Context: an optimization exercise on an open-source flow, tuned for small area and a short achievable clock period. The choices shown serve that exercise and are no tape-out recipe. At most, simulation tests tie the RTL to the original design; equivalence was not proved. The RTL of runs 1 to 5 was laid out without a check of its function. Power is estimated from default activity; no workload was simulated.

## config.mk

```make
export PLATFORM = sky130hd
export DESIGN_NAME = dma_desc_sched
export DESIGN_NICKNAME = dma_desc_sched
export VERILOG_FILES = /design/flow/design.v
export SDC_FILE = /design/flow/constraint.sdc
export NUM_CORES = 4
export LEC_CHECK = 0
export CAP_MARGIN = 20
export CORE_MARGIN = 2
export CORE_UTILIZATION = 55
export SETUP_SLACK_MARGIN = 4.0
export SLEW_MARGIN = 20
export TNS_END_PERCENT = 10
```

## constraint.sdc

```tcl
create_clock -name core_clock -period 6.5 [get_ports {clk}]
set_input_delay 1.3000 -clock core_clock [delete_from_list [all_inputs] [get_ports {clk}]]
set_output_delay 1.3000 -clock core_clock [all_outputs]
set_load 0.01 [all_outputs]
```

## design.v

```verilog
module dma_desc_sched #(
    parameter int NUM_CH = 4,
    parameter int DESC_DEPTH = 4,
    parameter int ALIGN_CHECK = 1,
    localparam int CW = (NUM_CH > 1) ? $clog2(NUM_CH) : 1,
    localparam int PW = $clog2(DESC_DEPTH),
    localparam int DW = 96,
    localparam int EW = 35,
    localparam int OffsetWidth = 2
) (
    input  logic                 clk,
    input  logic                 rst,
    input  logic [NUM_CH-1:0]    push_valid_i,
    input  logic [NUM_CH*DW-1:0] push_desc_i,
    output logic [NUM_CH-1:0]    push_ready_o,
    output logic                 eng_valid_o,
    input  logic                 eng_ready_i,
    output logic [DW-1:0]        eng_desc_o,
    output logic [CW-1:0]        eng_ch_o,
    input  logic                 eng_done_i,
    input  logic [EW-1:0]        eng_err_i,
    input  logic [NUM_CH-1:0]    clr_i,
    output logic [NUM_CH-1:0]    ch_active_o,
    output logic [NUM_CH-1:0]    ch_done_o,
    output logic [NUM_CH-1:0]    ch_err_o,
    output logic [EW-1:0]        err_info_o,
    output logic                 irq_o
);
    localparam int SW = 96;    
    localparam int LW = 92;    
    logic [SW-1:0]     r_mem [16];
    logic [3:0]        r_wen [4];     
    logic [3:0]        r_wen_n [4];   
    logic [3:0]        r_rp [4];      
    logic [3:0]        r_cnt [4];     
    logic              r_idle, r_issue, r_wait;
    logic [3:0]        r_ptr;         
    logic [1:0]        r_ch;
    logic [3:0]        r_ch1h;        
    logic [LW-1:0]     r_desc;
    logic [3:0]        r_done, r_err;
    logic [31:0]       r_err_addr;
    logic [1:0]        r_err_src;
    logic [3:0]        r_ready, r_active;
    logic              r_errany, r_irq;
    logic [SW-1:0]     w_enc [4];
    always_comb begin
        for (int c = 0; c < 4; c++) begin
            logic [95:0] d;
            logic sb;
            d = push_desc_i[c*DW +: DW];
            sb = d[65:64] != 2'b00;
            w_enc[c] = {d[95:66], d[63:34], d[31:0], sb ? d[65:64] : d[33:32], sb, d[31:0] == 32'd0};
        end
    end
    always_ff @(posedge clk) begin
        for (int c = 0; c < 4; c++)
            for (int i = 0; i < 4; i++)
                r_mem[c*4 + i] <= (w_enc[c] & {SW{r_wen[c][i]}}) | (r_mem[c*4 + i] & {SW{r_wen_n[c][i]}});
    end
    logic [SW-1:0]     w_head [4];
    logic [3:0]        w_hzero, w_hbad;
    always_comb begin
        for (int c = 0; c < 4; c++) begin
            w_head[c] = '0;
            for (int i = 0; i < 4; i++)
                w_head[c] = w_head[c] | (r_mem[c*4 + i] & {SW{r_rp[c][i]}});
            w_hzero[c] = w_head[c][0];
            w_hbad[c] = w_head[c][3:2] != 2'b00;
        end
    end
    logic [3:0] w_gsel, w_ne;
    always_comb begin
        for (int c = 0; c < 4; c++) w_ne[c] = r_cnt[c][0];
        for (int c = 0; c < 4; c++)
            w_gsel[c] = w_ne[c] && (r_ptr[c] ||
                        (r_ptr[(c+3)%4] && !w_ne[(c+3)%4]) ||
                        (r_ptr[(c+2)%4] && !w_ne[(c+2)%4] && !w_ne[(c+3)%4]) ||
                        (r_ptr[(c+1)%4] && !w_ne[(c+1)%4] && !w_ne[(c+2)%4] && !w_ne[(c+3)%4]));
    end
    logic [3:0] w_ldc, w_errc, w_errc_s, w_errc_d, w_zc, w_pop;
    logic       w_ld, w_perr, w_pick;
    always_comb begin
        for (int c = 0; c < 4; c++) begin
            w_pop[c] = r_idle && w_gsel[c];
            w_ldc[c] = w_pop[c] && !w_hzero[c] && !w_hbad[c];
            w_errc[c] = w_pop[c] && !w_hzero[c] && w_hbad[c];
            w_errc_s[c] = w_errc[c] && w_head[c][1];
            w_errc_d[c] = w_errc[c] && !w_head[c][1];
            w_zc[c] = w_pop[c] && w_hzero[c];
        end
        w_ld = |w_ldc;
        w_perr = |w_errc;
        w_pick = r_idle && (|w_ne);
    end
    logic [LW-1:0] w_desc_nx;
    logic [31:0]   w_paddr;
    always_comb begin
        w_desc_nx = r_desc & {LW{!w_ld}};
        w_paddr = '0;
        for (int c = 0; c < 4; c++) begin
            w_desc_nx = w_desc_nx | (w_head[c][95:4] & {LW{w_ldc[c]}});
            w_paddr = w_paddr | ({w_head[c][95:66], w_head[c][3:2]} & {32{w_errc_s[c]}})
                              | ({w_head[c][65:36], w_head[c][3:2]} & {32{w_errc_d[c]}});
        end
    end
    logic       w_e, w_d;
    logic [3:0] w_wc;                      
    assign w_e = eng_err_i[34];
    assign w_d = eng_done_i;
    assign w_wc = r_ch1h & {4{r_wait}};
    logic [3:0] w_cnt_nx [4];
    logic [3:0] w_rp_nx [4];
    logic [3:0] w_wen_nx [4];
    logic [3:0] w_ready_nx, w_active_nx, w_done_nx, w_err_nx;
    always_comb begin
        for (int c = 0; c < 4; c++) begin
            logic [3:0] wp, cnt_psh, cnt_nop, wen_psh, wen_nop, rp_kept;
            logic       pv, ef, full_psh, full_nop, keep_active;
            pv = push_valid_i[c] && r_ready[c];
            ef = w_wc[c] && w_e;                  
            wp = r_cnt[c][3] ? r_rp[c] : r_wen[c];
            cnt_psh = w_errc[c] ? 4'b0000 : w_pop[c] ? r_cnt[c] : {r_cnt[c][2:0], 1'b1};
            cnt_nop = w_errc[c] ? 4'b0000 : w_pop[c] ? {1'b0, r_cnt[c][3:1]} : r_cnt[c];
            full_psh = !w_errc[c] && !w_pop[c] && r_cnt[c][2];
            full_nop = !w_errc[c] && !w_pop[c] && r_cnt[c][3];
            wen_psh = w_errc[c] ? wp : full_psh ? 4'b0000 : {wp[2:0], wp[3]};
            wen_nop = w_errc[c] ? wp : full_nop ? 4'b0000 : wp;
            rp_kept = w_errc[c] ? wp : w_pop[c] ? {r_rp[c][2:0], r_rp[c][3]} : r_rp[c];
            keep_active = w_ldc[c] || (r_issue && r_ch1h[c]);
            w_cnt_nx[c] = ef ? 4'b0000 : pv ? cnt_psh : cnt_nop;
            w_wen_nx[c] = ef ? wp : pv ? wen_psh : wen_nop;
            w_rp_nx[c] = ef ? wp : rp_kept;
            w_err_nx[c] = w_errc[c] || ef || (r_err[c] && !clr_i[c]);
            w_done_nx[c] = w_zc[c] || (w_wc[c] && !w_e && w_d) || (r_done[c] && !clr_i[c]);
            w_ready_nx[c] = !(w_errc[c] || ef || (r_err[c] && !clr_i[c]) || (pv ? full_psh : full_nop));
            w_active_nx[c] = !ef && ((pv ? cnt_psh[0] : cnt_nop[0]) || keep_active || (w_wc[c] && !w_d));
        end
    end
    logic w_issue_nx, w_wait_nx, w_idle_nx, w_irq_nx, w_errany_nx;
    logic [3:0] w_ch1h_nx;
    always_comb begin
        w_issue_nx = w_ld || (r_issue && !eng_ready_i);
        w_wait_nx = (r_issue && eng_ready_i) || (r_wait && !w_e && !w_d);
        w_idle_nx = (r_idle && !w_ld) || (r_wait && (w_e || w_d));
        w_ch1h_nx = w_ld ? w_ldc : r_ch1h;
        w_irq_nx = (|w_zc) || w_perr || (r_wait && (w_e || w_d)) || (|((r_done | r_err) & ~clr_i));
        w_errany_nx = w_perr || (r_wait && w_e) || (|(r_err & ~clr_i));
    end
    always_ff @(posedge clk) begin
        if (rst) begin
            r_idle <= 1'b1;
            r_issue <= 1'b0;
            r_wait <= 1'b0;
            r_ptr <= 4'b0001;
            r_ch <= '0;
            r_ch1h <= 4'b0001;
            r_desc <= '0;
            r_done <= '0;
            r_err <= '0;
            r_err_addr <= '0;
            r_err_src <= '0;
            r_ready <= 4'hf;
            r_active <= '0;
            r_errany <= 1'b0;
            r_irq <= 1'b0;
            for (int c = 0; c < 4; c++) begin
                r_wen[c] <= 4'b0001;
                r_wen_n[c] <= 4'b1110;
                r_rp[c] <= 4'b0001;
                r_cnt[c] <= '0;
            end
        end else begin
            r_idle <= w_idle_nx;
            r_issue <= w_issue_nx;
            r_wait <= w_wait_nx;
            if (w_pick) r_ptr <= {w_gsel[2:0], w_gsel[3]};
            r_ch1h <= w_ch1h_nx;
            r_ch <= {w_ch1h_nx[3] | w_ch1h_nx[2], w_ch1h_nx[3] | w_ch1h_nx[1]};
            r_desc <= w_desc_nx;
            r_done <= w_done_nx;
            r_err <= w_err_nx;
            if (r_wait && w_e) begin
                r_err_addr <= eng_err_i[31:0];
                r_err_src <= eng_err_i[33:32];
            end else if (w_perr) begin
                r_err_addr <= w_paddr;
                r_err_src <= 2'd3;
            end
            r_errany <= w_errany_nx;
            r_irq <= w_irq_nx;
            r_ready <= w_ready_nx;
            r_active <= w_active_nx;
            for (int c = 0; c < 4; c++) begin
                r_cnt[c] <= w_cnt_nx[c];
                r_rp[c] <= w_rp_nx[c];
                r_wen[c] <= w_wen_nx[c];
                r_wen_n[c] <= ~w_wen_nx[c];
            end
        end
    end
    assign push_ready_o = r_ready;
    assign eng_valid_o = r_issue;
    assign eng_desc_o = {r_desc[91:62], 2'b00, r_desc[61:32], 2'b00, r_desc[31:0]};
    assign eng_ch_o = r_ch;
    assign ch_active_o = r_active;
    assign ch_done_o = r_done;
    assign ch_err_o = r_err;
    assign err_info_o = {r_errany, r_err_src, r_err_addr};
    assign irq_o = r_irq;
endmodule
```

## flow/run.sh

```bash
#!/bin/bash
# Standard ORFS layout with plain buffers on the ports and a CTS with larger sink clusters
# and no dummy loads.
set -euo pipefail
export BUFFER_PORTS_ARGS="-buffer_cell sky130_fd_sc_hd__buf_1"
export CTS_ARGS="-sink_clustering_enable -repair_clock_nets -dont_use_dummy_load -sink_clustering_size 24 -sink_clustering_max_diameter 100"
bash standard.sh > standard.log 2>&1
```

## standard.sh

```bash
#!/bin/bash
# synth_recipe.tcl (not shown) runs the flow's synth.tcl, then flattens the netlist and writes it again
# the make line also repeats each setting of config.mk as NAME=value (left out here)
make -C /OpenROAD-flow-scripts/flow DESIGN_CONFIG=/design/flow/config.mk WORK_HOME=/design/flow/orfs CLKGATE_MAP_FILE= SYNTH_SCRIPT=/design/flow/synth_recipe.tcl "${@:-finish}"
```

==> results of run 1 <==
## cell usage after synthesis, types with 5 or more instances
library cell / instances / area share, %
clkbuf_1: 510 / 2.9
nand2b_1: 10 / 0.096
inv_1: 18 / 0.10
nor4_1: 33 / 0.32
buf_1: 117 / 0.67
nor2_1: 149 / 0.85
or3_1: 8 / 0.076
mux2i_1: 39 / 0.60
o211ai_1: 21 / 0.24
nand4_1: 13 / 0.12
a221oi_1: 244 / 3.3
a2111oi_0: 30 / 0.40
nor2b_1: 6 / 0.057
dfxtp_1: 1757 / 54
nand2_1: 326 / 1.9
o21ai_0: 91 / 0.70
and3_1: 25 / 0.24
mux2_2: 22 / 0.38
o22ai_1: 120 / 1.1
buf_2: 26 / 0.20
and2_1: 9 / 0.086
a211oi_1: 57 / 0.65
a21oi_1: 126 / 0.96
a22oi_1: 341 / 3.9
a21o_1: 18 / 0.21
or2_2: 7 / 0.067
nand3_1: 32 / 0.24
buf_4: 9 / 0.10
a31oi_1: 49 / 0.47
nor3_1: 62 / 0.47
o2bb2ai_1: 5 / 0.067
a22o_1: 1778 / 24
a211o_1: 11 / 0.15
## registers in the layout, summed over array words and instances (netlist names), 2 cells and up
register	flops
r_err	4
r_ch	2
r_wen	16
r_ready	4
r_ch1h	4
r_active	4
r_err_src	2
r_done	4
r_wen_n	16
r_desc	92
r_rp	16
r_mem	1536
r_err_addr	32
r_ptr	4
r_cnt	16
## kinds of logic (layout without fill, tap and decap cells)
kind of cell | after synthesis | count (layout) | share of synthesized area (%)
compound gates | 2934 | 2934 | 36.56
flops | 1757 | 1757 | 53.75
simple gates | 692 | 692 | 4.692
buf+inv | 681 | 911 | 4.008
mux | 61 | 61 | 0.9752
other cells | 1 | 42 | 0.005731
## final timing paths
path,start,end,cells past startpoint
worst max-delay path,r_rp[1][1],r_err_addr[9],7
worst min-delay path,r_mem[4][6],r_mem[4][6],1
worst max register to register,r_rp[1][1],r_err_addr[9],7
worst min register to register,r_mem[4][6],r_mem[4][6],1
## worst max-delay path, stage by stage (launching register included)
cell       delay [ns]
dfxtp_4          0.44
buf_12           0.21
a22o_1           0.22
a221oi_1         0.79
nor3_1           0.22
a2111oi_4        0.45
and3_1           0.20
o21ai_0          0.07
## what timing repair did
item | in CTS | in global routing
hold buffers | 0 | 0
cloned | 10 | 10
setup endpoints to repair | 354 | 328
pin swaps | 14 | 26
gates resized for setup | 294 | 241
setup buffers | 69 | 17
## layout make-up
class,instances,share of cell area (%)
Timing Repair Buffer,809,6.897
Inverter,19,0.09636
Clock buffer,83,2.806
Multi-Input combinational cell,3691,39.55
Sequential cell,1757,47.93
Antenna cell,38,0.1285
Tap cell,1536,2.597
## power groups by stage
stage	clock network [mW]	logic (mW)	registers, mW
after floorplan	0	8.47	17.3
after global placement	0	12.3	18.6
after detailed placement	0	12.5	18.7
after CTS	5.75	14.0	18.4
after global routing	6.11	15.8	19.0
final	5.75	15.4	18.7
## through the flow
stage	std cells	instance area (um^2)	hold slack [ns]	util (%)
floorplan	6129	65460	0.4425	-
finish	7933	74010	0.4815	62.68
detailed placement	7705	68180	0.4545	57.74
global route	7924	73990	0.4897	62.66
CTS	7867	72550	0.4830	61.44
global placement	7701	68160	0.4552	57.72
## per-layer routing
layer  up-vias  share of wire (%)  wire [um]
met4        24                6.4      18010
met5         -              0.058        163
met1     29670                 39     110900
met2      4425                 40     112800
li1      24610                  -          -
met3       687                 15      41240
==> impl_results.md, run 1 <==
- Global-route wire length before repair: just under 400 mm
- CP Data Arrival Time: 3.32 ns
- Initial drt markers: 9599
- Setup TNS: 0 ns
- Pre-antenna DRT Iters: 6
- Die Width: about 350 um
- Io pins: 582
- CP Class: flip-flop to flip-flop
- Number of global-route vias before repair: 52670
- Share of cells above drive strength 1: a little under an eighth
- Setup WS post-layout: 3.779 ns
- Final hold violation count: 0
- Gpl congestion: between 1 and 1.5
- Core area: 118100 um^2
- Worst skew pair latency: 0.72 ns
- RSZ-0062 raised after global routing: true
- Synthesized flop and latch total: ~1800
- Port bufs: 577
- Row cnt: 126
- CP endpoint kind: flip-flop
- Register Area: approximately 35000 um^2
- Worst IR drop on VDD: around 0.32 mV
- Status: finished clean
- Combinational share of power: 38.7%
- Worst setup SP type: flip-flop
- Cells after Synth: around 6100
- Post-synth EDFFs: 0
- Die Y: 348.9 um
- Final setup fails: 0
- Clock sinks: 1757
- Via count: roughly 59000
- Clk network pwr share: between 10 and 15%
- Pwr Total: 39.81 mW
- FILL cells: 9839
- Reg power frac: 46.9%
- Final #Nets: 6792
- GR peak layer: met1
- TritonCTS clock tree: built
- Total of max-cap violations: 0
- Most frequent cells in the layout: a22o_1, dfxtp_1, buf_1
- Area growth syn-to-layout: 13.11%
- Multi-input combinational cell area: 29270 um^2
- TritonCTS Buffers: 83
- Hold WC Path Type: flip-flop to flip-flop
- Largest net degree at the start of global routing: between 80 and 90
- Starting Density: between 50% and 60%
- Slew @ Worst Pin: 1.132 ns
- Hpwl dp: about 180 mm
- Post-Syn Area: roughly 65000 um^2
- Drt via density: between 7 and 8
- Initial antenna violation count: 61
- CTS Buffer Depth: 3
- Sw Share: 39.21%
- Cell variety after synth: between 60 and 70
- Yosys warnings: 11
- Most used flip-flop cell after synthesis: dfxtp_1
- Worst-path clk slew: 0.11 ns
- Worst rel slew slack: 24.52%
- Per-cell routed wire length: roughly 36 um
- Drt drc: 0
- Final worst path period share: 41.86%
- Maximum fanout along the worst path: 36
- Post-route minimum period: around 2.7 ns
- Commonest non-fill, non-tap cell in the layout: a22o_1
- Sequential element share of the synthesized area: 53.75%
- Power Dens Cells: about 540 nW/um^2
- Post-placement setup slack: 2.510 ns
- GRT Total Usage: 43.64%
- Root Buffer: clkbuf_16
- Lkg Pwr: 29.22 nW
- M3 GR Usage: ~16%
- FMAX: 0.3675 GHz
- WP data required: 7.10 ns
- Gr ovfl total: 0
- CTS H-Tree Depth: 3
- Met2 global-route usage: 58.49%
- Post-Route WL: 283.1 mm
- Slew Viols, Final: 0
- GRT met1 Usage: around three fifths
- Die area: 121700 um^2
- Post-Route Skew: 0.04507 ns
- Synthesized area per cell: 10.68 um^2
- Psw: 15.61 mW
- Internal: 24.20 mW
- Final ANT Viol Nets: 0
- Post-synth ARST share: 0%
- Reg2Reg Setup Slack: 3.78 ns
==> run 2, diff against run 1 <==
--- a/design.v
+++ b/design.v
@@ -28,3 +28,3 @@
 );
-    localparam int SW = 96;    
+    localparam int SW = 95;    
     localparam int LW = 92;    
@@ -37,2 +37,3 @@
     logic [3:0]        r_ptr;         
+    logic [3:0]        r_gsel;        
     logic [1:0]        r_ch;
@@ -50,5 +51,7 @@
             logic sb;
+            logic [1:0] lo;
             d = push_desc_i[c*DW +: DW];
             sb = d[65:64] != 2'b00;
-            w_enc[c] = {d[95:66], d[63:34], d[31:0], sb ? d[65:64] : d[33:32], sb, d[31:0] == 32'd0};
+            lo = sb ? d[65:64] : d[33:32];
+            w_enc[c] = {d[95:66], d[63:34], d[31:1], (lo != 2'b00) ? sb : d[0], lo, d[31:0] == 32'd0};
         end
@@ -68,14 +71,14 @@
             w_hzero[c] = w_head[c][0];
-            w_hbad[c] = w_head[c][3:2] != 2'b00;
-        end
-    end
-    logic [3:0] w_gsel, w_ne;
-    always_comb begin
-        for (int c = 0; c < 4; c++) w_ne[c] = r_cnt[c][0];
+            w_hbad[c] = w_head[c][2:1] != 2'b00;
+        end
+    end
+    function automatic logic [3:0] rr_pick(input logic [3:0] ne, input logic [3:0] ptr);
         for (int c = 0; c < 4; c++)
-            w_gsel[c] = w_ne[c] && (r_ptr[c] ||
-                        (r_ptr[(c+3)%4] && !w_ne[(c+3)%4]) ||
-                        (r_ptr[(c+2)%4] && !w_ne[(c+2)%4] && !w_ne[(c+3)%4]) ||
-                        (r_ptr[(c+1)%4] && !w_ne[(c+1)%4] && !w_ne[(c+2)%4] && !w_ne[(c+3)%4]));
-    end
+            rr_pick[c] = ne[c] && (ptr[c] ||
+                         (ptr[(c+3)%4] && !ne[(c+3)%4]) ||
+                         (ptr[(c+2)%4] && !ne[(c+2)%4] && !ne[(c+3)%4]) ||
+                         (ptr[(c+1)%4] && !ne[(c+1)%4] && !ne[(c+2)%4] && !ne[(c+3)%4]));
+    endfunction
+    logic [3:0] w_gsel;
+    assign w_gsel = r_gsel;
     logic [3:0] w_ldc, w_errc, w_errc_s, w_errc_d, w_zc, w_pop;
@@ -87,4 +90,4 @@
             w_errc[c] = w_pop[c] && !w_hzero[c] && w_hbad[c];
-            w_errc_s[c] = w_errc[c] && w_head[c][1];
-            w_errc_d[c] = w_errc[c] && !w_head[c][1];
+            w_errc_s[c] = w_errc[c] && w_head[c][3];
+            w_errc_d[c] = w_errc[c] && !w_head[c][3];
             w_zc[c] = w_pop[c] && w_hzero[c];
@@ -93,3 +96,3 @@
         w_perr = |w_errc;
-        w_pick = r_idle && (|w_ne);
+        w_pick = r_idle && (|r_gsel);
     end
@@ -101,5 +104,5 @@
         for (int c = 0; c < 4; c++) begin
-            w_desc_nx = w_desc_nx | (w_head[c][95:4] & {LW{w_ldc[c]}});
-            w_paddr = w_paddr | ({w_head[c][95:66], w_head[c][3:2]} & {32{w_errc_s[c]}})
-                              | ({w_head[c][65:36], w_head[c][3:2]} & {32{w_errc_d[c]}});
+            w_desc_nx = w_desc_nx | (w_head[c][94:3] & {LW{w_ldc[c]}});
+            w_paddr = w_paddr | ({w_head[c][94:65], w_head[c][2:1]} & {32{w_errc_s[c]}})
+                              | ({w_head[c][64:35], w_head[c][2:1]} & {32{w_errc_d[c]}});
         end
@@ -139,2 +142,4 @@
     end
+    logic [3:0] w_ptr_nx;
+    assign w_ptr_nx = w_pick ? {w_gsel[2:0], w_gsel[3]} : r_ptr;
     logic w_issue_nx, w_wait_nx, w_idle_nx, w_irq_nx, w_errany_nx;
@@ -155,2 +160,3 @@
             r_ptr <= 4'b0001;
+            r_gsel <= 4'b0000;
             r_ch <= '0;
@@ -176,3 +182,4 @@
             r_wait <= w_wait_nx;
-            if (w_pick) r_ptr <= {w_gsel[2:0], w_gsel[3]};
+            r_ptr <= w_ptr_nx;
+            r_gsel <= rr_pick({w_cnt_nx[3][0], w_cnt_nx[2][0], w_cnt_nx[1][0], w_cnt_nx[0][0]}, w_ptr_nx);
             r_ch1h <= w_ch1h_nx;
==> run 2 against run 1 <==
Net effect:
- via count is 2.0% lower
- design area is 0.74% lower
- first-iteration DRC count is 5.1% lower
- largest cell class unchanged
- die area hardly changed
- critical endpoint is now r_err_addr[4]
- largest power group unchanged
- clock skew is 0.0095 ns higher
==> impl_results.md, run 2 <==
- Cells after Synth: 6041
- Reg2Reg Setup Slack: 3.73 ns
- Total of max-cap violations: 0
- Hold WC Path Type: flip-flop to flip-flop
- Post-Route WL: roughly 280 mm
- Main combinational cell family by area after synthesis: compound AO/OA/AOI/OAI gates
- Row cnt: 126
- CTS H-Tree Depth: 3
- Ranking of synthesized cells by area: dfxtp_1, a22o_1, a221oi_1
- Via count: 58250
- Clock sinks: 1745
- WP data required: 7.09 ns
- Worst-path clk slew: 0.11 ns
- Core area: 118100 um^2
- TritonCTS clock tree: built
- Io pins: approximately 580
- Final setup fails: 0
- Worst rel slew slack: 13.26%
- Simple-Gate Fraction of Synth Area: 4.152%
- Most instantiated library cell after synthesis: a22o_1
- Initial antenna violation count: 33
- RSZ-0062 raised after global routing: true
- Worst hold path depth: 2
- Port bufs: 577
- CTS Hold Bufs: 0
- Cell Count, Final, Fillers Out: around 7800
- CP endpoint kind: flip-flop
- Per-cell routed wire length: about 36 um
- Number of global-route vias before repair: roughly 53000
- Largest register FFs: 1520
- Maximum fanout along the worst path: 25
- Leading area contributor after synthesis: dfxtp_1
- Psw: 15.58 mW
- Initial drt markers: 9107
- Worst r2r src: r_rp[3][0]
- Largest regs: r_mem (1520), r_desc (92), r_err_addr (32)
- Gpl congestion: 1.012
- Internal: 24.00 mW
- Synthesized area per cell: ~11 um^2
- CP Data Arrival Time: 3.36 ns
- Final hold violation count: 0
- Die Y: 349.0 um
- Final ANT Viol Nets: 0
- Starting Density: 55.43%
- GRT Total Usage: around 44%
- Sw Share: 39.37%
- Power Dens Cells: 538.8 nW/um^2
- Min Hold Slack: 0.4668 ns
- Post-Route Skew: 0.05460 ns
- TritonCTS Buffers: 82
- Mux contribution to synthesized area: 0.7971%
- Drt via density: 7.439
- Status: finished clean
- Largest net degree at the start of global routing: 81
- Hpwl dp: 178.1 mm
- Post-Syn Area: 65450 um^2
- Slew @ Worst Pin: 1.301 ns
- Crit path buffers/inverters: 2
- Synth Area in Adders: 0%
- Pwr Total: 39.58 mW
- Clk network pwr share: ~14%
- Die area: between 100000 and 150000 um^2
- Post-route minimum period: 2.774 ns
- CTS Buffer Depth: 3
- Worst skew pair latency: 0.72 ns
- Post-route cell area: about 73000 um^2
- Dpl cell area: 68010 um^2
- R2R depth: 8
- Sequential element share of the synthesized area: 53.37%
- FMAX: 0.3605 GHz
- Area share of the largest cell type after synthesis: 53.37%
- Area growth syn-to-layout: 12.24%
- Slowest CP cell: a221oi_1
- Largest stage delay on the critical path: 0.71 ns
- CP Class: flip-flop to flip-flop
- Top cells by count, synth: a22o_1, dfxtp_1, clkbuf_1
- Reg power frac: 47.6%
- Global-route wire length before repair: 394.5 mm
- Reg-to-Reg End: r_err_addr[4]
- Die Width: 349.0 um
- Lkg Pwr: 28.69 nW
- Compound-cell area share of the yosys netlist: 37.38%
- Yosys warnings: 11
- Post-synth EDFFs: 0
- Final #Nets: 6707
- Crit-path cells: buf_4 > buf_12 > a22o_1 > a221oi_1 > mux2i_1 > nand2_1 > nor4bb_2 > o21ai_1
- Worst setup SP type: flip-flop
- Largest Register: r_mem
- Cell variety after synth: between 70 and 80
- Combinational share of power: between 30% and 40%
- Drt drc: 0
- Root Buffer: clkbuf_16
- Hold path startpoint: r_desc[63]
- Share of cells above drive strength 1: 12.18%
- WHS Endpoint: r_desc[63]
- Synthesized flop and latch total: 1745
- Gr ovfl total: 0
- Most used flip-flop cell after synthesis: dfxtp_1
- Top Family by Delay on Critical Path: compound AO/OA/AOI/OAI gates
- Most frequent cells in the layout: a22o_1, dfxtp_1, buf_1
- Setup TNS: 0 ns
- Dpl cells: 7611
- Slew Viols, Final: 0
- Pre-antenna DRT Iters: 6
- Post-synth ARST share: 0%
- Commonest non-fill, non-tap cell in the layout: a22o_1
- Worst IR drop on VDD: 0.2935 mV
- Final worst path period share: 42.67%
- Post-synthesis xor/xnor area fraction: 0.02676%
-- run 2: cell count changes after synthesis, sizes merged, moves of 19 or more --
cell    previous run  this run
a21oi            126       205
a221oi           246       279
a22oi            341       242
a31oi             50        21
buf              152       206
clkbuf           510       461
nand2            326       194
nor2             151       195
nor3              63        32
o21ai             96        77
o22ai            120       180
-- run 2: final cells by class --
type                            count  area [um^2]
Tap cell                         1536         1922
Fill cell                        9759        44620
Inverter                           20        75.07
Clock buffer                       82         2052
Antenna cell                       21        52.55
Timing Repair Buffer              804         4667
Multi-Input combinational cell   3623        29460
Sequential cell                  1745        35230
-- run 2: cells by family after synthesis --
| kind of cell | count (synthesis) |
|---|---|
| buffers and inverters | 687 |
| DFF | 1745 |
| and+or+nand+nor | 579 |
| AOI/OAI and AO/OA | 2976 |
| muxes | 51 |
| xor gates and xnor gates | 2 |
| other | 1 |
-- run 2: through the flow --
stage | setup slack (ns) | utilization [%]
floorplan | 3.970 | -
global placement | 2.867 | 57.57
detailed placement | 2.818 | 57.60
CTS | 3.842 | 61.53
global route | 3.842 | 62.20
finish | 3.726 | 62.22
-- run 2: worst max path at each step --
| stage | slack, ns | startpoint | cells after the start | to |
|---|---|---|---|---|
| 2_1_floorplan | 3.97 | eng_err_i[34] | 6 | r_wen_n[1][3] |
| 3_3_place_gp | 2.87 | r_rp[0][0] | 7 | r_err_addr[8] |
| 3_5_place_dp | 2.82 | eng_err_i[34] | 4 | r_err_addr[29] |
| 4_1_cts | 3.84 | r_desc[37] | 1 | eng_desc_o[39] |
| 5_1_grt | 3.84 | r_active[0] | 1 | ch_active_o[0] |
| 6_report | 3.73 | r_rp[3][0] | 8 | r_err_addr[4] |
-- run 2: power groups by stage --
| stage | Clock (mW) | Combinational (mW) | Sequential [mW] |
|---|---|---|---|
| finish | 5.71 | 15.0 | 18.8 |
| global route | 6.09 | 15.6 | 19.2 |
| CTS | 5.71 | 14.2 | 18.6 |
| detailed placement | 0 | 12.7 | 18.9 |
| global placement | 0 | 12.5 | 18.9 |
| floorplan | 0 | 9.04 | 17.1 |
-- run 2: what timing repair did --
action	CTS	global route
cloned	10	2
resized for setup	342	104
setup buffers	72	31
pin swaps	15	13
setup endpoints to repair	326	311
hold endpoints to repair	0	0
-- run 2: worst reg2reg max path: stages (launching register included) --
cell      delay, ns
dfxtp_4        0.40
buf_4          0.22
buf_12         0.20
a22o_1         0.24
a221oi_1       0.71
mux2i_1        0.18
nand2_1        0.12
nor4bb_2       0.47
o21ai_1        0.12
-- run 2: per-layer routing --
layer	GRT usage, %	vias to the layer above	wire length (um)
li1	-	24450	-
met2	61.93	4137	115400
met3	12.58	654	36720
met5	0	-	186
met1	60.00	28990	109400
met4	24.32	26	18640
==> run 3, diff against run 2 <==
--- a/config.mk
+++ b/config.mk
@@ -7,3 +7,3 @@
 export LEC_CHECK = 0
-export CAP_MARGIN = 20
+export CAP_MARGIN = 40
 export CORE_MARGIN = 2
@@ -11,3 +11,3 @@
 export SETUP_SLACK_MARGIN = 4.0
-export SLEW_MARGIN = 20
+export SLEW_MARGIN = 60
 export TNS_END_PERCENT = 10
==> run 3 against run 2 <==
Net effect:
- routed wire length fell by 2.1%
- hold slack gained 0.011 ns
- largest power group unchanged
- highest routed layer unchanged
- synthesized cell count stayed put
- setup slack improved by 0.14 ns
- sequential power about the same
- total power up 2.1%
- critical path type unchanged
- synthesized area is the same
- count of clock-buffer cells in the layout unchanged
- combinational power increased by 7%
==> impl_results.md, run 3 <==
- Root Buffer: clkbuf_16
- Setup TNS: 0 ns
- Maximum fanout along the worst path: 22
- Yosys warnings: 11
- CTS Hold Bufs: 0
- Status: finished clean
- Post-Syn Area: approximately 65000 um^2
- Worst hold path depth: 2
- Worst r2r src: r_rp[3][3]
- Gpl congestion: 1.012
- Pwr Total: 40.41 mW
- RSZ-0062 raised after global routing: true
- Largest net degree at the start of global routing: 77
- Combinational share of power: 39.7%
- Synthesized area per cell: 10.83 um^2
- CP endpoint kind: flip-flop
- WP data required: around 7.1 ns
- Synthesized flop and latch total: 1745
- Compound-cell area share of the yosys netlist: between 30% and 40%
- FMAX: 0.3796 GHz
- TritonCTS clock tree: built
- Port bufs: 577
- CP Data Arrival Time: 3.22 ns
- WHS Endpoint: r_desc[81]
- Hold path startpoint: r_desc[81]
- Slowest CP cell: a221oi_2
- Hold WC Path Type: flip-flop to flip-flop
- Per-cell routed wire length: 34.45 um
- Post-Route WL: 274.5 mm
- Lkg Pwr: 30.07 nW
- Final #Nets: 6843
- Largest stage delay on the critical path: 0.50 ns
- Main combinational cell family by area after synthesis: compound AO/OA/AOI/OAI gates
- Final ANT Viol Nets: 0
- Top Family by Delay on Critical Path: compound AO/OA/AOI/OAI gates
- Final hold violation count: 0
- Drt drc: 0
- Area growth syn-to-layout: 16.30%
- Share of cells above drive strength 1: 16.22%
- Row cnt: 126
- Worst-path clk slew: 0.10 ns
- Commonest non-fill, non-tap cell in the layout: a22o_1
- Post-Route Skew: 0.05492 ns
- Clock sinks: 1745
- R2R depth: 8
- Critical Path Stages: 8
- Number of global-route vias before repair: 53860
- Pre-antenna DRT Iters: 9
- Cell variety after synth: 74
- Drt via density: about 7.4
- Worst skew pair latency: 0.73 ns
- CP Class: flip-flop to flip-flop
- Area share of the largest cell type after synthesis: 53.37%
- Psw: around 16 mW
- Largest register FFs: between 1500 and 2000
- Sequential element share of the synthesized area: approximately 53%
- Starting Density: 55.43%
- GRT Total Usage: ~43%
- Sw Share: 38.92%
- Dpl cell area: 71680 um^2
- TritonCTS Buffers: 82
- Die Y: 349.0 um
- Slew @ Worst Pin: 0.7776 ns
- Largest regs: r_mem (1520), r_desc (92), r_err_addr (32)
- Most instantiated library cell after synthesis: a22o_1
- Via count: between 50000 and 60000
- Global-route wire length before repair: between 300 and 400 mm
- Leading area contributor after synthesis: dfxtp_1
- Most frequent cells in the layout: a22o_1, dfxtp_1, buf_1
- Most used flip-flop cell after synthesis: dfxtp_1
- Mux contribution to synthesized area: 0.7971%
- Worst IR drop on VDD: 0.3171 mV
- Post-synth ARST share: 0%
- Final worst path period share: 40.52%
- Top cells by count, synth: a22o_1, dfxtp_1, clkbuf_1
- Reg power frac: between 40% and 50%
- Crit path buffers/inverters: 3
- Slew Viols, Final: 0
- Cell mode on critical path: buf_12
- Largest Register: r_mem
- Die Width: ~350 um
- Initial antenna violation count: 34
- Ranking of synthesized cells by area: dfxtp_1, a22o_1, a221oi_1
- Worst rel slew slack: 48.16%
- CTS H-Tree Depth: 3
- Post-synth EDFFs: 0
- Final setup fails: 0
- Hpwl dp: 185.8 mm
- Synth Area in Adders: 0%
- Initial drt markers: roughly 8400
- Simple-Gate Fraction of Synth Area: 4.152%
- Die area: 121800 um^2
- Crit-path cells: buf_4 > buf_12 > buf_12 > a221oi_2 > mux2i_1 > a32o_1 > a211oi_2 > o221ai_1
- Post-synthesis xor/xnor area fraction: less than 1%
- Clk network pwr share: 14.1%
- Reg2Reg Setup Slack: 3.87 ns
- Worst setup SP type: flip-flop
- Core area: 118100 um^2
- Cells after Synth: between 6000 and 7000
- Post-route cell area: 76120 um^2
- Post-route minimum period: 2.634 ns
- Internal: 24.68 mW
- Power Dens Cells: 530.8 nW/um^2
- Total of max-cap violations: 0
- Min Hold Slack: 0.4782 ns
- Reg-to-Reg End: r_err_addr[25]
- Io pins: 582
- CTS Buffer Depth: 3
- Gr ovfl total: 0
-- run 3: cell types whose count changed in the layout (fill, tap and decap cells not counted), sizes merged --
cell,before,now
and2,21,20
clkbuf,95,124
diode,21,22
or3,11,8
dlymetal6s2s,0,7
nand3,29,25
buf,791,899
-- run 3: area by class of cell --
cell class | instances | area [um^2]
flip-flops and latches | 1745 | 35330
multi-input cells | 3615 | 30040
well taps | 1536 | 1922
fillers | 9475 | 41960
clock buffers | 82 | 2052
inverters | 20 | 77.57
repair buffers | 948 | 6641
diodes | 22 | 55.05
-- run 3: worst max-delay path by stage --
| stage | startpoint | to | slack (ns) |
|---|---|---|---|
| after floorplan | eng_err_i[34] | r_wen_n[1][3] | 3.97 |
| after global placement | r_rp[0][0] | r_err_addr[8] | 2.87 |
| after detailed placement | eng_err_i[34] | r_gsel[0] | 3.17 |
| after CTS | r_desc[32] | eng_desc_o[34] | 3.89 |
| after global routing | r_err_addr[13] | err_info_o[13] | 3.89 |
| final | r_rp[3][3] | r_err_addr[25] | 3.87 |
-- run 3: worst register-to-register path: stages (launching register included) --
cell and delay [ns]:
dfxtp_4 0.38, buf_4 0.21, buf_12 0.19, buf_12 0.19, a221oi_2 0.51, mux2i_1 0.18, a32o_1 0.29, a211oi_2 0.39
o221ai_1 0.17
-- run 3: repair_timing --
item,CTS,global route
endpoints found under the setup margin,307,250
hold endpoints to repair,0,0
resized for setup,284,121
pin swaps,14,15
setup buffers,49,24
cloned,3,7
-- run 3: metrics by stage --
step	cells	setup WS, ns	util, %
after global routing	7959	3.888	64.45
after global placement	7604	2.867	57.57
after detailed placement	7744	3.166	60.70
after floorplan	6044	3.970	-
final	7968	3.866	64.46
after CTS	7878	3.889	63.41
-- run 3: kinds of logic (layout without fill, tap and decap cells) --
family / count (synthesis) / in the layout
XOR/XNOR: 2 / 2
flip-flops: 1745 / 1745
buffers and inverters: 687 / 1050
other: 1 / 26
multiplexers: 51 / 51
AND/OR/NAND/NOR: 579 / 580
AO/OA/AOI/OAI: 2976 / 2978
-- run 3: power groups by stage --
stage | clock (mW) | combinational (mW) | sequential, mW
after floorplan | 0 | 9.04 | 17.1
after global placement | 0 | 12.5 | 18.9
after detailed placement | 0 | 14.5 | 18.6
after CTS | 5.71 | 15.0 | 18.4
after global routing | 6.08 | 16.6 | 19.0
final | 5.70 | 16.0 | 18.7
-- run 3: layer usage --
metal  vias to the layer above  global-route usage, %  wire, um
met3                       640                  11.67     34010
met1                     29330                  59.22    108200
met4                        22                  24.76     18280
met5                         -                      0       152
met2                      3885                  59.80    113800
li1                      24730                      -         -
==> run 4, diff against run 3 <==
--- a/config.mk
+++ b/config.mk
@@ -7,7 +7,7 @@
 export LEC_CHECK = 0
-export CAP_MARGIN = 40
+export CAP_MARGIN = 20
 export CORE_MARGIN = 2
 export CORE_UTILIZATION = 55
-export SETUP_SLACK_MARGIN = 4.0
-export SLEW_MARGIN = 60
+export SETUP_SLACK_MARGIN = 3.9
+export SLEW_MARGIN = 40
 export TNS_END_PERCENT = 10
==> run 4 against run 3 <==
Net effect:
- still clean on timing, DRC and antenna
- clock power is essentially flat
- hold slack lost 0.0021 ns
- register-to-register slack worse by 0.15 ns
- combinational power fell by 8%
- clock skew shrank 0.012 ns
- routed wire length increased by 1.5%
- setup slack got worse by 0.15 ns
- die area is the same
- sequential power about the same
- design area down 4.1%
- sequential share of layout area rose by 1.8 points
- via count down 0.73%
- highest routed layer unchanged
==> impl_results.md, run 4 <==
- Status: finished clean
- Per-cell routed wire length: 35.33 um
- Sequential element share of the synthesized area: 53.37%
- Global-route wire length before repair: 391.7 mm
- Post-route minimum period: 2.788 ns
- Hold WC Path Type: flip-flop to flip-flop
- Row cnt: 126
- Final hold violation count: 0
- CP Class: flip-flop to flip-flop
- Most frequent cells in the layout: a22o_1, dfxtp_1, buf_1
- Via count: 58180
- Post-route cell area: 72990 um^2
- Cells after Synth: 6041
- Synthesized flop and latch total: 1745
- Die area: about 120000 um^2
- Post-synth ARST share: 0%
- Post-Syn Area: 65450 um^2
- Largest net degree at the start of global routing: 81
- Gr ovfl total: 0
- Hpwl dp: 181.3 mm
- FILL cells: about 9800
- Dpl cell area: between 60000 and 70000 um^2
- Commonest non-fill, non-tap cell in the layout: a22o_1
- Worst r2r src: r_rp[3][2]
- R2R depth: 6
- Clock sinks: 1745
- GRT Total Usage: 43.50%
- Synthesized area per cell: 10.83 um^2
- Port bufs: 577
- Top cells by count, synth: a22o_1, dfxtp_1, clkbuf_1
- Initial drt markers: between 8000 and 9000
- Most used flip-flop cell after synthesis: dfxtp_1
- Yosys warnings: 11
- Worst-path clk slew: 0.09 ns
- Final setup fails: 0
- Root Buffer: clkbuf_16
- RSZ-0062 raised after global routing: true
- Largest regs: r_mem (1520), r_desc (92), r_err_addr (32)
- Post-Route WL: 278.5 mm
- Final ANT Viol Nets: 0
- Worst setup SP type: flip-flop
- Worst rel slew slack: 29.92%
- Post-synth EDFFs: 0
- Most instantiated library cell after synthesis: a22o_1
- Slew @ Worst Pin: between 1 and 1.5 ns
- Maximum fanout along the worst path: between 50 and 60
- Largest register FFs: 1520
- CP endpoint kind: flip-flop
- Largest Register: r_mem
- Final #Nets: 6748
- TritonCTS Buffers: 82
- TritonCTS clock tree: built
- Worst hold path depth: 1
- Drt drc: 0
- Min Hold Slack: ~0.48 ns
- Die Width: 349.0 um
- Worst IR drop on VDD: 0.3132 mV
- Lkg Pwr: 28.57 nW
- Reg-to-Reg End: r_desc[27]
- CTS H-Tree Depth: 3
- Setup TNS: 0 ns
- Post-Route Skew: 0.04319 ns
- Leading area contributor after synthesis: dfxtp_1
- Worst skew pair latency: 0.73 ns
- Area share of the largest cell type after synthesis: between 50% and 60%
- Power Dens Cells: 538.4 nW/um^2
- Share of cells above drive strength 1: between 10% and 20%
- Pre-antenna DRT Iters: 6
- Cell variety after synth: 74
- WHS Endpoint: r_mem[13][87]
- WP data required: 7.06 ns
- Initial antenna violation count: 37
- Die Y: ~350 um
- Pwr Total: 39.29 mW
- Area growth syn-to-layout: 11.51%
- Total of max-cap violations: 0
- Hold path startpoint: r_mem[13][87]
- Dpl cells: 7693
- Drt via density: ~7.4
- Number of global-route vias before repair: 52640
- Ranking of synthesized cells by area: dfxtp_1, a22o_1, a221oi_1
- Final worst path period share: between 40% and 50%
- FMAX: 0.3587 GHz
- Starting Density: 55.43%
- Reg2Reg Setup Slack: about 3.7 ns
- Slew Viols, Final: 0
- Io pins: 582
- Core area: 118100 um^2
- Cell Count, Final, Fillers Out: roughly 7900
- CP Data Arrival Time: between 3 and 4 ns
- Gpl congestion: 0.9860
- CTS Buffer Depth: 3
## run 4: changes by cell type in the layout (fill, tap and decap cells not counted), sizes merged
| cell | delta |
|---|---|
| clkbuf | -31 |
| or3 | +2 |
| buf | -59 |
| dlymetal6s2s | -7 |
| nand3 | +1 |
| diode | +8 |
| o21a | -1 |
## run 4: final cells by class
| type | instances | area (um^2) | share of cell area, % |
|---|---|---|---|
| Antenna cell | 30 | 75.07 | 0.1029 |
| Clock buffer | 82 | 2052 | 2.811 |
| Inverter | 20 | 75.07 | 0.1029 |
| Multi-Input combinational cell | 3617 | 29020 | 39.76 |
| Sequential cell | 1745 | 35210 | 48.24 |
| Tap cell | 1536 | 1922 | 2.633 |
| Timing Repair Buffer | 851 | 4634 | 6.350 |
## run 4: what timing repair did
| item | in CTS | in global routing |
|---|---|---|
| endpoints found under the setup margin | 291 | 273 |
| resized for setup | 159 | 100 |
| setup buffers | 33 | 31 |
| pin swaps | 9 | 10 |
| hold buffers | 0 | 0 |
| gates cloned | 5 | 2 |
## run 4: power by group
group	leakage [nW]	internal, mW	switching (mW)	total [mW]
clock network	1.01	2.27	3.46	5.73
registers	14.6	15.2	3.68	18.9
logic	12.9	6.42	8.26	14.7
## run 4: cells by family after synthesis
family | after synthesis | share of synthesized area [%]
mux | 51 | 0.7971
xor+xnor | 2 | 0.02677
other cells | 1 | 0.005729
compound gates | 2976 | 37.38
flops | 1745 | 53.37
buf+inv | 687 | 4.265
simple gates | 579 | 4.152
## run 4: metrics by stage
step | setup WS [ns] | utilization [%]
5_1_grt | 3.786 | 61.77
3_3_place_gp | 2.903 | 57.74
2_1_floorplan | 3.901 | -
6_report | 3.712 | 61.81
4_1_cts | 3.783 | 61.08
3_5_place_dp | 3.064 | 58.36
## run 4: worst max-delay path by stage
stage,startpoint,end,slack [ns],cells after the start
3_3_place_gp,r_rp[3][0],r_desc[19],2.90,7
6_report,r_rp[3][2],r_desc[27],3.71,6
4_1_cts,r_rp[1][3],r_err_addr[19],3.78,7
2_1_floorplan,eng_err_i[34],r_wen[2][2],3.90,8
3_5_place_dp,r_rp[0][0],r_err_addr[18],3.06,7
5_1_grt,r_rp[2][0],r_err_addr[21],3.79,8
## run 4: critical path, cell delays in order (launching register included)
cell and delay (ns):
dfxtp_4 0.45, buf_4 0.40, a22o_1 0.32, a221oi_1 0.65, o22ai_2 0.37, a2111oi_2 0.29, nor2_1 0.07
## run 4: per-layer routing
layer	global-route usage [%]	vias up	share of wire (%)
li1	-	24530	-
met1	59.62	29220	39
met2	61.22	3844	41
met3	12.97	562	13
met4	23.56	22	6.4
met5	0	-	0.046
==> run 5, diff against run 4 <==
--- a/config.mk
+++ b/config.mk
@@ -7,7 +7,7 @@
 export LEC_CHECK = 0
-export CAP_MARGIN = 20
+export CAP_MARGIN = 40
 export CORE_MARGIN = 2
 export CORE_UTILIZATION = 55
-export SETUP_SLACK_MARGIN = 3.9
-export SLEW_MARGIN = 40
-export TNS_END_PERCENT = 10
+export SETUP_SLACK_MARGIN = 3.85
+export SLEW_MARGIN = 60
+export TNS_END_PERCENT = 5
==> run 5 against run 4 <==
Net effect:
- still clean
- critical endpoint is now err_info_o[17]
- synthesized area unchanged
- count of clock-buffer cells in the layout is the same
- first-iteration DRC count fell by 2.6%
- via count down 0.64%
- largest power group unchanged
- design area is 1.5% higher
- routed wire length down 2.2%
- critical path type is now flip-flop to primary output
- clock power barely moved
- setup slack improved by 0.015 ns
- utilization grew 0.91 points
==> impl_results.md, run 5 <==
- Pre-antenna DRT Iters: 8
- WHS Endpoint: r_desc[79]
- GRT Total Usage: 42.72%
- Gr ovfl total: 0
- Lkg Pwr: 29.07 nW
- Crit. Startpoint: r_err_addr[17]
- FMAX: approximately 0.36 GHz
- Core area: 118100 um^2
- Final ANT Viol Nets: 0
- CP Data Arrival Time: between 1 and 1.5 ns
- Worst setup SP type: flip-flop
- CTS Hold Bufs: 0
- Largest stage delay on the critical path: about 0.53 ns
- Post-route minimum period: 2.773 ns
- Internal: 24.08 mW
- CP endpoint kind: primary output
- Min Hold Slack: between 0.4 and 0.5 ns
- Largest net degree at the start of global routing: 77
- Final hold violation count: 0
- Reg2Reg Setup Slack: 3.76 ns
- Crit path buffers/inverters: 1
- Reg power frac: 47.2%
- TritonCTS Buffers: 82
- Row cnt: 126
- Met2 global-route usage: 60.51%
- Clock sinks: 1745
- Combinational share of power: a little under two fifths
- Post-synth ARST share: 0%
- Sw Share: 38.93%
- Post-Route WL: between 200 and 300 mm
- Final #Nets: between 6000 and 7000
- Io pins: ~580
- Share of cells above drive strength 1: a little under an eighth
- Post-synth EDFFs: 0
- Cells after Synth: between 6000 and 7000
- Starting Density: 55.43%
- GR peak layer: met2
- Clk network pwr share: 14.5%
- Worst rel slew slack: 50.28%
- Drt via density: around 7.3
- Number of global-route vias before repair: 52750
- Slowest CP cell: dfxtp_1
- Most instantiated library cell after synthesis: a22o_1
- Hold path startpoint: r_desc[79]
- Final setup fails: 0
- Post-Syn Area: 65450 um^2
- Synthesized area per cell: 10.83 um^2
- Largest Register: r_mem
- Crit-path cells: buf_1
- Gpl congestion: 1.002
- Per-cell routed wire length: 34.58 um
- Largest regs: r_mem (1520), r_desc (92), r_err_addr (32)
- Ranking of synthesized cells by area: dfxtp_1, a22o_1, a221oi_1
- Hpwl dp: 187.2 mm
- Maximum fanout along the worst path: 2
- Die Width: 349.0 um
- Hold WC Path Type: flip-flop to flip-flop
- Root Buffer: clkbuf_16
- Most used flip-flop cell after synthesis: dfxtp_1
- Status: finished clean
- Die area: 121800 um^2
- Initial drt markers: 8116
- Total of max-cap violations: 0
- Largest register FFs: 1520
- Psw: 15.35 mW
- Initial antenna violation count: 36
- Area growth syn-to-layout: 13.16%
- Commonest non-fill, non-tap cell in the layout: a22o_1
- Top cells by count, synth: a22o_1, dfxtp_1, clkbuf_1
- CTS H-Tree Depth: 3
- Slew @ Worst Pin: 0.7457 ns
- Post-Route Skew: roughly 0.040 ns
- Cell variety after synth: between 70 and 80
- Global-route wire length before repair: 387.1 mm
- Reg-to-Reg End: r_desc[19]
- Power Dens Cells: between 500 and 600 nW/um^2
- Setup TNS: 0 ns
- Worst hold path depth: 2
- Worst IR drop on VDD: between 0.3 and 0.4 mV
- Worst r2r src: r_rp[3][0]
- Yosys warnings: 11
- CTS Buffer Depth: 3
- R2R depth: 8
- Slew Viols, Final: 0
- RSZ-0062 raised after global routing: true
- Final worst path period share: 42.66%
- Most frequent cells in the layout: a22o_1, dfxtp_1, buf_1
- WP data required: around 5.2 ns
- Top Family by Delay on Critical Path: flip-flops
- Area share of the largest cell type after synthesis: a little over half
- Worst-path clk slew: 0.11 ns
- Die Y: 349.0 um
- GRT met1 Usage: 57.69%
- Leading area contributor after synthesis: dfxtp_1
- Sequential element share of the synthesized area: 53.37%
- Synthesized flop and latch total: 1745
- Via count: roughly 58000
- TritonCTS clock tree: built
- Port bufs: 577
- CP Class: flip-flop to primary output
- Worst skew pair latency: 0.72 ns
- Drt drc: 0
- M3 GR Usage: 13.36%
## run 5: changes by cell type in the layout (fill, tap and decap cells not counted), moves of 15 or more
cell,before,now
a221oi_2,54,125
buf_2,68,50
buf_1,556,583
o22ai_2,13,28
buf_4,165,88
dfxtp_2,58,8
dfxtp_1,1634,1689
a221oi_1,216,142
buf_16,6,28
buf_6,16,33
## run 5: cell families (layout without fill, tap and decap cells)
group	count (synthesis)	count (layout)	synth area share, %
buffers and inverters	687	961	4.265
multiplexers	51	51	0.7971
other	1	24	0.005729
AND/OR/NAND/NOR	579	579	4.152
AO/OA/AOI/OAI	2976	2977	37.38
flip-flops	1745	1745	53.37
XOR/XNOR	2	2	0.02677
## run 5: worst min-delay path, delay by kind of cell (launching register included)
family / cells / cell delay (ns)
flops: 1 / 0.32
compound gates: 1 / 0.05
simple gates: 1 / 0.05
## run 5: final cells by class
cell class	count	area (um^2)
antenna	20	50.05
clock buffer	82	2052
fill	9696	44010
inverter	20	75.07
multi-input combinational	3613	29440
sequential	1745	35120
tap	1536	1922
timing repair buffer	859	5405
## run 5: worst max-delay path by stage
| stage | to | slack [ns] | cells after the start |
|---|---|---|---|
| 6_report | err_info_o[17] | 3.73 | 1 |
| 5_1_grt | r_desc[12] | 3.71 | 9 |
| 4_1_cts | eng_desc_o[34] | 3.68 | 1 |
| 2_1_floorplan | r_gsel[3] | 3.90 | 7 |
| 3_3_place_gp | r_wen[3][3] | 2.94 | 7 |
| 3_5_place_dp | r_desc[23] | 2.99 | 9 |
## run 5: per-layer routing
layer  part of all wire [%]  vias to the layer above
met2                     42                     3660
met1                     40                    29000
li1                       -                    24520
met3                     12                      601
met4                    6.2                       28
met5                  0.065                        -
## run 5: power groups by stage
stage	registers (mW)	clock network [mW]	logic, mW
floorplan	17.1	0	9.03
global placement	18.8	0	12.6
detailed placement	18.6	0	14.3
CTS	18.4	5.71	14.5
global route	19.0	6.08	15.7
finish	18.6	5.71	15.1
## run 5: what timing repair did
action / CTS / global route
pin swaps: 7 / 5
resized for setup: 29 / 58
buffers inserted: 15 / 6
cloned: 0 / 1
endpoints found under the setup margin: 242 / 209
## run 5: per-stage QoR
stage | cells | utilization (%) | total power [mW] | instance area, um^2 | worst slack (ns)
finish | 7875 | 62.72 | 39.43 | 74070 | 3.727
global route | 7867 | 62.71 | 40.76 | 74050 | 3.710
CTS | 7832 | 62.29 | 38.59 | 73550 | 3.684
detailed placement | 7735 | 60.35 | 32.87 | 71260 | 2.986
global placement | 7616 | 57.59 | 31.42 | 68000 | 2.944
floorplan | 6044 | - | 26.17 | 65470 | 3.898
==> run 6, diff against run 5 <==
--- a/design.v
+++ b/design.v
@@ -63,3 +63,3 @@
     end
-    logic [SW-1:0]     w_head [4];
+    logic [3:0]        w_head [4];    
     logic [3:0]        w_hzero, w_hbad;
@@ -69,3 +69,3 @@
             for (int i = 0; i < 4; i++)
-                w_head[c] = w_head[c] | (r_mem[c*4 + i] & {SW{r_rp[c][i]}});
+                w_head[c] = w_head[c] | (r_mem[c*4 + i][3:0] & {4{r_rp[c][i]}});
             w_hzero[c] = w_head[c][0];
@@ -83,3 +83,3 @@
     assign w_gsel = r_gsel;
-    logic [3:0] w_ldc, w_errc, w_errc_s, w_errc_d, w_zc, w_pop;
+    logic [3:0] w_ldc, w_errc, w_zc, w_pop;
     logic       w_ld, w_perr, w_pick;
@@ -90,4 +90,2 @@
             w_errc[c] = w_pop[c] && !w_hzero[c] && w_hbad[c];
-            w_errc_s[c] = w_errc[c] && w_head[c][3];
-            w_errc_d[c] = w_errc[c] && !w_head[c][3];
             w_zc[c] = w_pop[c] && w_hzero[c];
@@ -98,13 +96,13 @@
     end
+    logic [SW-1:0] w_pe;
+    always_comb begin
+        w_pe = '0;
+        for (int c = 0; c < 4; c++)
+            for (int i = 0; i < 4; i++)
+                w_pe = w_pe | (r_mem[c*4 + i] & {SW{r_gsel[c] && r_rp[c][i]}});
+    end
     logic [LW-1:0] w_desc_nx;
     logic [31:0]   w_paddr;
-    always_comb begin
-        w_desc_nx = r_desc & {LW{!w_ld}};
-        w_paddr = '0;
-        for (int c = 0; c < 4; c++) begin
-            w_desc_nx = w_desc_nx | (w_head[c][94:3] & {LW{w_ldc[c]}});
-            w_paddr = w_paddr | ({w_head[c][94:65], w_head[c][2:1]} & {32{w_errc_s[c]}})
-                              | ({w_head[c][64:35], w_head[c][2:1]} & {32{w_errc_d[c]}});
-        end
-    end
+    assign w_desc_nx = w_ld ? w_pe[94:3] : r_desc;
+    assign w_paddr = {w_pe[3] ? w_pe[94:65] : w_pe[64:35], w_pe[2:1]};
     logic       w_e, w_d;
--- a/config.mk
+++ b/config.mk
@@ -10,4 +10,5 @@
 export CORE_UTILIZATION = 55
-export SETUP_SLACK_MARGIN = 3.85
+export PLACE_DENSITY = 0.72
+export SETUP_SLACK_MARGIN = 4.0
 export SLEW_MARGIN = 60
-export TNS_END_PERCENT = 5
+export TNS_END_PERCENT = 10
==> run 6 against run 5 <==
Net effect:
- cell count fell by 0.38%
- critical path depth unchanged
- register-to-register slack better by 0.11 ns
- total power hardly changed
- critical path type unchanged
==> impl_results.md, run 6 <==
- Clock sinks: 1745
- Global-route wire length before repair: about 400 mm
- Drt via density: around 7.7
- Total of max-cap violations: 0
- WP data required: 5.20 ns
- Reg-to-Reg End: r_err_addr[2]
- Die Width: between 300 and 400 um
- Area growth syn-to-layout: 12.91%
- Initial antenna violation count: 60
- Met2 wire length: 123.8 mm
- Largest stage delay on the critical path: 0.48 ns
- Slew Viols, Final: 0
- Power Dens Cells: 541.0 nW/um^2
- Gpl congestion: 1.046
- Post-synth EDFFs: 0
- Reg2Reg Setup Slack: 3.87 ns
- Post-Route WL: 296.2 mm
- Die area: ~120000 um^2
- Worst hold path depth: 1
- Starting Density: 55.47%
- Crit-path cells: buf_6
- Min Hold Slack: 0.4840 ns
- Status: finished clean
- Io pins: 582
- Hold WC Path Type: flip-flop to flip-flop
- Cell variety after synth: 67
- Slowest CP cell: dfxtp_4
- Setup TNS: 0 ns
- Post-placement setup slack: approximately 3.2 ns
- Leading area contributor after synthesis: dfxtp_1
- Area share of the largest cell type after synthesis: between 50% and 60%
- CTS H-Tree Depth: 3
- Crit path buffers/inverters: 1
- Post-route cell area: 72890 um^2
- Worst r2r src: r_gsel[0]
- GRT Total Usage: 46.75%
- TritonCTS Buffers: 82
- RSZ-0062 raised after global routing: true
- Post-synth ARST share: 0%
- Largest net degree at the start of global routing: 82
- Routed wire length on met3: 39.34 mm
- Largest Register: r_mem
- Worst setup SP type: flip-flop
- Port bufs: 577
- Dpl cells: 7622
- Worst-path clk slew: 0.10 ns
- Via count: between 60000 and 70000
- Root Buffer: clkbuf_16
- DR top layer: met5
- Met1 wire length: slightly below 100 mm
- Drt drc: 0
- Final hold violation count: 0
- Per-cell routed wire length: 37.75 um
- Hold path startpoint: r_mem[10][28]
- Setup WS post-layout: 3.861 ns
- Post-Syn Area: 64550 um^2
- Ranking of synthesized cells by area: dfxtp_1, a22o_1, a22oi_1
- Row cnt: between 100 and 150
- Hpwl dp: 189.2 mm
- Cells after Synth: 6018
- CTS Buffer Depth: 3
- CP Class: flip-flop to primary output
- Post-route minimum period: approximately 2.6 ns
- Synthesized flop and latch total: 1745
- CP endpoint kind: primary output
- Most used flip-flop cell after synthesis: dfxtp_1
- CTS Hold Bufs: 0
- Sequential element share of the synthesized area: 54.12%
- Final #Nets: ~6700
- Final ANT Viol Nets: 0
- Core area: 116400 um^2
- R2R depth: 7
- Maximum fanout along the worst path: 2
- Commonest non-fill, non-tap cell in the layout: dfxtp_1
- Worst skew pair latency: 0.73 ns
- Top Family by Delay on Critical Path: flip-flops
- FMAX: 0.3790 GHz
- Share of cells above drive strength 1: around 12%
- Cell Count, Final, Fillers Out: 7845
- Final worst path period share: 40.60%
- Lkg Pwr: roughly 28 nW
- Die Y: 346.6 um
- Post-Route Skew: 0.03068 ns
- Yosys warnings: 11
- Most instantiated library cell after synthesis: dfxtp_1
- Initial drt markers: 11530
- Critical Path Stages: 1
- Pre-antenna DRT Iters: 10
- Largest register FFs: 1520
- Number of global-route vias before repair: 54990
- Gr ovfl total: 0
- Worst rel slew slack: 54.96%
- Slew @ Worst Pin: 0.6755 ns
- WHS Endpoint: r_mem[10][28]
- CP Data Arrival Time: roughly 1.3 ns
- Final setup fails: 0
- Largest regs: r_mem (1520), r_desc (92), r_err_addr (32)
- Dpl cell area: approximately 70000 um^2
- Worst IR drop on VDD: 0.3217 mV
- Synthesized area per cell: between 10 and 15 um^2
- TritonCTS clock tree: built
- Top cells by count, synth: dfxtp_1, a22o_1, a22oi_1
- Most frequent cells in the layout: dfxtp_1, a22o_1, buf_1
[run 6: per-layer routing]
metal | track usage (%) | vias up
met3 | 13.55 | 1373
met2 | 68.27 | 5549
met1 | 55.46 | 29200
met4 | 42.87 | 26
li1 | - | 24120
met5 | 0 | -
[run 6: how the worst max path moves through the flow]
stage                   from              to  slack, ns
2_1_floorplan  eng_err_i[34]     r_wen[2][1]       3.89
3_3_place_gp          r_idle      r_desc[49]       3.06
3_5_place_dp          r_idle  r_err_addr[24]       3.22
4_1_cts           r_desc[91]  eng_desc_o[95]       3.92
5_1_grt           r_desc[91]  eng_desc_o[95]       3.89
6_report          r_desc[91]  eng_desc_o[95]       3.86
[run 6: cells by family after synthesis]
| group | Yosys count | share of synthesized area (%) |
|---|---|---|
| compound gates | 2703 | 34.20 |
| buf+inv | 688 | 4.282 |
| flops | 1745 | 54.12 |
| mux | 81 | 1.326 |
| other cells | 1 | 0.005809 |
| simple gates | 800 | 6.065 |
[run 6: area by class of cell]
type / count / area [um^2]
antenna: 49 / 122.6
sequential: 1745 / 35300
multi-input combinational: 3589 / 27830
tap: 1524 / 1907
inverter: 24 / 150.1
clock buffer: 82 / 2052
timing repair inverter: 1 / 8.758
fill: 9515 / 43480
timing repair buffer: 831 / 5519
[run 6: power by group]
group / switching (mW) / internal, mW / leakage [nW] / total [mW]
registers: 3.90 / 15.5 / 14.7 / 19.4
logic: 7.92 / 6.37 / 12.7 / 14.3
clock network: 3.46 / 2.27 / 1.01 / 5.73
[run 6: per-stage QoR]
step / total power [mW] / util, %
floorplan: 26.10 / -
global placement: 30.74 / 57.49
detailed placement: 31.51 / 58.67
CTS: 37.84 / 61.57
global route: 40.36 / 62.59
finish: 39.43 / 62.64
[run 6: timing repair]
item                                    CTS  global route
resized for setup                       300            99
endpoints found under the setup margin  282           273
pin swaps                                 5            22
gates cloned                              7             4
setup buffers                            31            38
==> run 7, diff against run 6 <==
--- a/config.mk
+++ b/config.mk
@@ -10,3 +10,2 @@
 export CORE_UTILIZATION = 55
-export PLACE_DENSITY = 0.72
 export SETUP_SLACK_MARGIN = 4.0
==> run 7 against run 6 <==
Net effect:
- largest power group unchanged
- synthesized area unchanged
- maximum frequency increased by 0.19%
- clock power barely moved
- highest routed layer unchanged
- first-iteration DRC count shrank 17%
- still clean on timing, DRC and antenna
==> impl_results.md, run 7 <==
- FMAX: 0.3797 GHz
- Largest regs: r_mem (1520), r_desc (92), r_err_addr (32)
- Setup TNS: 0 ns
- Slowest CP cell: and2_4
- Worst hold path depth: 2
- Synthesized area per cell: around 11 um^2
- Reg2Reg Setup Slack: approximately 3.9 ns
- Global-route wire length before repair: just over 400 mm
- Number of global-route vias before repair: 53930
- Post-synth EDFFs: 0
- Worst skew pair latency: approximately 0.73 ns
- Routed wire length on met3: 33.12 mm
- Post-synth ARST share: 0%
- Port bufs: 577
- Worst-path clk slew: 0.10 ns
- Yosys warnings: 11
- Slew Viols, Final: 0
- Largest Register: r_mem
- CTS Buffer Depth: 3
- WP data required: about 7 ns
- Slew @ Worst Pin: 0.7342 ns
- CP Data Arrival Time: 3.26 ns
- Largest stage delay on the critical path: 0.45 ns
- DR top layer: met5
- Share of cells above drive strength 1: 12.60%
- Gr ovfl total: 0
- Largest register FFs: 1520
- Ranking of synthesized cells by area: dfxtp_1, a22o_1, a22oi_1
- Post-route cell area: 73440 um^2
- R2R depth: 9
- Top cells by count, synth: dfxtp_1, a22o_1, a22oi_1
- Lkg Pwr: between 20 and 30 nW
- Power Dens Cells: 535.1 nW/um^2
- Final ANT Viol Nets: 0
- Most instantiated library cell after synthesis: dfxtp_1
- Most frequent cells in the layout: dfxtp_1, a22o_1, buf_1
- Die area: between 100000 and 150000 um^2
- Final worst path period share: 40.52%
- Final hold violation count: 0
- Reg-to-Reg End: r_err_addr[0]
- Core area: 116400 um^2
- Post-route minimum period: 2.634 ns
- Final #Nets: 6737
- Worst IR drop on VDD: approximately 0.28 mV
- Worst rel slew slack: 51.05%
- Via count: ~59000
- Hpwl dp: ~190 mm
- Area share of the largest cell type after synthesis: approximately 54%
- GRT Total Usage: 46.53%
- Min Hold Slack: 0.4642 ns
- Drt drc: 0
- Pwr Total: 39.30 mW
- Post-Route WL: 296.2 mm
- Cells after Synth: about 6000
- Hold path startpoint: r_err_addr[23]
- Io pins: just under 600
- Leading area contributor after synthesis: dfxtp_1
- Row cnt: 125
- CP Class: flip-flop to flip-flop
- CTS H-Tree Depth: 3
- Die Y: ~350 um
- Initial antenna violation count: 69
- Synthesized flop and latch total: 1745
- Largest net degree at the start of global routing: 70
- WHS Endpoint: r_err_addr[23]
- Drt via density: 7.463
- Pre-antenna DRT Iters: 7
- Hold WC Path Type: flip-flop to flip-flop
- Crit-path cells: buf_8 > and2_4 > buf_4 > a22oi_1 > buf_2 > nand4_1 > o22a_1 > o21ai_0 > a21oi_1
- CP endpoint kind: flip-flop
- Post-Syn Area: 64550 um^2
- Starting Density: a little under three fifths
- Met1 wire length: 104.5 mm
- RSZ-0062 raised after global routing: true
- Initial drt markers: 9589
- Maximum fanout along the worst path: 36
- Cell variety after synth: 67
- Status: finished clean
- Met2 wire length: between 100 and 150 mm
- TritonCTS Buffers: 82
- Total of max-cap violations: 0
- Commonest non-fill, non-tap cell in the layout: dfxtp_1
- Dpl cell area: about 69000 um^2
- Sequential element share of the synthesized area: 54.12%
- FILL cells: approximately 9500
- Worst setup SP type: flip-flop
- Clock sinks: 1745
- Gpl congestion: 1.035
- TritonCTS clock tree: built
- Die Width: 346.6 um
- Per-cell routed wire length: 37.56 um
- Post-Route Skew: 0.03996 ns
- Worst r2r src: r_gsel[2]
- Area growth syn-to-layout: 13.77%
- Final setup fails: 0
- Root Buffer: clkbuf_16
- Most used flip-flop cell after synthesis: dfxtp_1
[run 7: cell counts after synthesis]
Identical to the previous run, type by type.
[run 7: area by class of cell]
cell class                      count  area [um^2]  area share, %
Antenna cell                       58        145.1         0.1976
Clock buffer                       82         2052          2.794
Inverter                           24        138.9         0.1891
Multi-Input combinational cell   3589        27950          38.06
Sequential cell                  1745        35230          47.97
Tap cell                         1524         1907          2.597
Timing Repair Buffer              864         6017          8.193
[run 7: cells by family (layout without fill, tap and decap cells)]
logic type	count (synthesis)	after routing	synth area share (%)
buffers and inverters	688	970	4.282
other	1	62	0.005809
AO/OA/AOI/OAI	2703	2703	34.20
AND/OR/NAND/NOR	800	801	6.065
flip-flops	1745	1745	54.12
multiplexers	81	81	1.326
[run 7: metal layers]
layer  up-vias  track usage, %
li1      24200               -
met1     29000           56.51
met2      4575           68.07
met3      1054           10.54
met4        20           43.90
met5         -               0
[run 7: worst max-delay path by stage]
stage	end	slack [ns]	cells after the start	start
final	r_err_addr[0]	3.87	9	r_gsel[2]
after global routing	eng_desc_o[43]	3.90	1	r_desc[41]
after global placement	r_desc[49]	2.62	8	r_gsel[3]
after floorplan	r_wen[2][1]	3.89	8	eng_err_i[34]
after CTS	eng_desc_o[43]	3.91	1	r_desc[41]
after detailed placement	r_desc[49]	2.77	10	r_gsel[3]
[run 7: worst max-delay path: cells and delay by family (launching register included)]
| kind | cells | cell delay (ns) |
|---|---|---|
| AOI/OAI and AO/OA | 4 | 0.54 |
| buffers and inverters | 3 | 0.99 |
| DFF | 1 | 0.36 |
| and+or+nand+nor | 2 | 0.56 |
[run 7: metrics by stage]
step                std cells  utilization, %  worst slack, ns
CTS                      7767           61.87            3.906
global route             7858           63.05            3.901
detailed placement       7630           58.95            2.768
finish                   7886           63.11            3.866
floorplan                6021               -            3.892
global placement         7552           57.54            2.621
[run 7: power by group]
part	switching, mW	internal [mW]
sequential	3.72	15.5
clock	3.48	2.27
combinational	7.92	6.43
[run 7: timing repair]
item | in CTS | in global routing
endpoints found under the hold margin | 0 | 0
pin swaps | 12 | 34
hold buffers | 0 | 0
endpoints found under the setup margin | 298 | 266
setup buffers | 45 | 42
gates cloned | 10 | 10
gates resized for setup | 239 | 144

Setup slack of run 7, layout unchanged: 3.866 ns with ideal ports, 3.816 ns with driving cells assumed (clock clkbuf_16, inputs buf_2), 3.218 ns with port delays also shifted by the 0.793 ns mid clock arrival.
